What follows belongs to an exercise in optimizing a design on an open flow for small area; a production flow would make more cautious choices. Function was checked by simulation only, so behaviour that the tests miss may differ from the original. No activity file was given, so power comes from the tool's default toggle rates.

// chimp_grid_engine
module chimp_grid_engine #(
    parameter int GRID_W    = 8,
    parameter int GRID_H    = 8,
    parameter int NUM_W     = 5,
    parameter int RAND_W    = 8,
    parameter int RETRY_MAX = 15,
    localparam int XW = $clog2(GRID_W),
    localparam int YW = $clog2(GRID_H)
) (
    input  logic              clk,
    input  logic              iResetn,
    input  logic              iStart,
    input  logic [NUM_W-1:0]  iCount,
    input  logic [RAND_W-1:0] iRandNum,
    input  logic              iClickValid,
    input  logic [XW-1:0]     iClickX,
    input  logic [YW-1:0]     iClickY,
    input  logic [XW-1:0]     iRdX,
    input  logic [YW-1:0]     iRdY,
    output logic              oRdActive,
    output logic              oRdShown,
    output logic [NUM_W-1:0]  oRdNum,
    output logic              oBusy,
    output logic [2:0]        oState,
    output logic [NUM_W-1:0]  oNextNum,
    output logic              oCorrect,
    output logic              oWrong,
    output logic              oWon,
    output logic              oLost
);
    localparam int NC  = 64;
    localparam int NT  = 31;
    localparam logic [2:0] S_IDLE   = 3'd0;
    localparam logic [2:0] S_CLEAR  = 3'd1;
    localparam logic [2:0] S_LOAD   = 3'd2;
    localparam logic [2:0] S_SHOW   = 3'd3;
    localparam logic [2:0] S_HIDDEN = 3'd4;
    localparam logic [2:0] S_WON    = 3'd5;
    localparam logic [2:0] S_LOST   = 3'd6;
    logic [2:0]  state_q, state_d;
    logic [4:0]  cnt_q, next_q, hi_q;
    logic [5:0]  ctr_q, hw_q;     
    logic [5:0]  pos_q [1:NT];
    logic [NC-1:0] act_q;
    logic        correct_q, wrong_q, rd_act_q, rd_shown_q;
    logic [4:0]  rd_num_q;
    logic        st_clear, st_load, st_play;
    logic [5:0]  draw_idx, click_idx, rd_idx, free_idx, place_idx, pos_next;
    logic        draw_ok, place, load_done, load_entry;
    logic        click_hit, click_good, click_bad;
    logic [4:0]  rd_raw, rd_num;
    logic        rd_act;
    logic [5:0]  wr_idx, look_idx;
  ...
Size in the first run: about 1500 cells after synthesis, about 290 flip-flops, roughly 49 I/O pins, ~0.015 mm^2 of cells after synthesis.
export LEC_CHECK = 0
export CAP_MARGIN = 40
export CORE_MARGIN = 2
export CORE_UTILIZATION = 60
export PLACE_DENSITY = 0.7
export SLEW_MARGIN = 40
create_clock -name core_clock -period 10.0 [get_ports {clk}]
standard.sh (not shown) runs the stock make flow with config.mk's settings and CLKGATE_MAP_FILE= SYNTH_SCRIPT=/design/flow/synth_recipe.tcl, a recipe that flattens the netlist after the stock synthesis.
==> flow/flow/run.sh <==
#!/bin/bash
# Standard ORFS layout, except that the combinational logic is mapped by ABC with
# flow/abc.script instead of ORFS's script. Synthesis up to the flip-flop mapping,
# and everything after ABC, is the standard flow (see flow/custom_synth.tcl).
set -euo pipefail
here=$(pwd)
export MY_ABC_SCRIPT=$here/flow/abc.script
export CTS_ARGS="-sink_clustering_enable -repair_clock_nets -dont_use_dummy_load -sink_clustering_size 12 -sink_clustering_max_diameter 60 -buf_list sky130_fd_sc_hd__clkbuf_8"
export BUFFER_PORTS_ARGS="-buffer_cell sky130_fd_sc_hd__buf_1"
sed "s#SYNTH_SCRIPT=[^ ]*#SYNTH_SCRIPT=$here/flow/custom_synth.tcl#" standard.sh > standard_custom.sh
bash standard_custom.sh > flow.log 2>&1
==> flow/flow/abc.script <==
strash; &get -n; &deepsyn -T 60; &put; &get -n; &dch -f; &nf -R 1000; &put
==> flow/flow/custom_synth.tcl <==
proc synth {args} { yosys synth -nofsm -noshare {*}$args }
proc abc {args} {
  set i [lsearch -exact $args -script]
  if { $i >= 0 && [info exists ::env(MY_ABC_SCRIPT)] } {
    set args [lreplace $args $i [expr {$i + 1}] -script $::env(MY_ABC_SCRIPT)]
  }
  puts "custom abc: $args"
  yosys abc {*}$args
}
source $::env(SCRIPTS_DIR)/synth.tcl
# left out here: clear keep_hierarchy, flatten, clean up, hide names made inside functions, write 1_2_yosys.v
The first run completed without violations.
Edit:
--- a/flow/flow/run.sh
+++ b/flow/flow/run.sh
@@ -7,3 +7,3 @@
 export MY_ABC_SCRIPT=$here/flow/abc.script
-export CTS_ARGS="-sink_clustering_enable -repair_clock_nets -dont_use_dummy_load -sink_clustering_size 12 -sink_clustering_max_diameter 60 -buf_list sky130_fd_sc_hd__clkbuf_8"
+export CTS_ARGS="-sink_clustering_enable -repair_clock_nets -dont_use_dummy_load -sink_clustering_size 24 -sink_clustering_max_diameter 80"
 export BUFFER_PORTS_ARGS="-buffer_cell sky130_fd_sc_hd__buf_1"
Result: The changed run finished with timing, DRC and antenna clean; sequential power hardly moves; worst hold slack stays flat; fmax hardly moves; global-route usage is about the same; clock skew goes down by 0.042 ns.
Edit:
--- a/flow/flow/run.sh
+++ b/flow/flow/run.sh
@@ -7,3 +7,3 @@
 export MY_ABC_SCRIPT=$here/flow/abc.script
-export CTS_ARGS="-sink_clustering_enable -repair_clock_nets -dont_use_dummy_load -sink_clustering_size 24 -sink_clustering_max_diameter 80"
+export CTS_ARGS="-sink_clustering_enable -repair_clock_nets -dont_use_dummy_load -sink_clustering_size 12 -sink_clustering_max_diameter 60 -buf_list sky130_fd_sc_hd__clkbuf_8"
 export BUFFER_PORTS_ARGS="-buffer_cell sky130_fd_sc_hd__buf_1"
- CAP_MARGIN: 40 -> 20
- GPL_TIMING_DRIVEN: default -> 0
- SLEW_MARGIN: 40 -> 20
After rerunning:
- The changed run finished with timing, DRC and antenna clean
- setup slack gets worse by 0.68 ns
- wire length shrinks by about 1.6%
- synthesized area does not change
- total power hardly moves

## static timing again, ports no longer ideal
In the flow no input, the clock included, has a driving cell. The finished layouts below were timed again as built, in two steps. Step 1 (the two cells are an assumption about what drives the block):
set clk [get_ports {clk}]
set_driving_cell -lib_cell sky130_fd_sc_hd__clkbuf_16 $clk
set_driving_cell -lib_cell sky130_fd_sc_hd__buf_2 [delete_from_list [all_inputs] $clk]
Step 2 moves the port delays by t, midway between the first and last clock arrival at a register: inputs arrive t later, outputs are due t later. That takes back most of the time a late clock gives input paths. Three values: no drivers, after step 1, after step 2; two values: the first two.
| run | shift t [ns] | setup slack, ns | hold WS [ns] | clock arrival spread, ns | worst register clock-pin slew, ns |
|---|---|---|---|---|---|
| the first run | 0.633 | 2.428 / 2.457 / 1.824 | 0.550 / 0.550 / 0.550 | 0.088 / 0.089 | 0.09 / 0.09 |
| the second run | 0.538 | 2.423 / 2.454 / 1.916 | 0.552 / 0.552 / 0.552 | 0.046 / 0.047 | 0.10 / 0.10 |
| the third run | 0.630 | 1.740 / 1.764 / 1.134 | 0.546 / 0.546 / 0.546 | 0.063 / 0.064 | 0.09 / 0.09 |
After both steps every run listed still meets setup and hold. The setup slack of the third run, which loses most, moves by +0.024 ns with the drivers and by -0.606 ns with both steps.
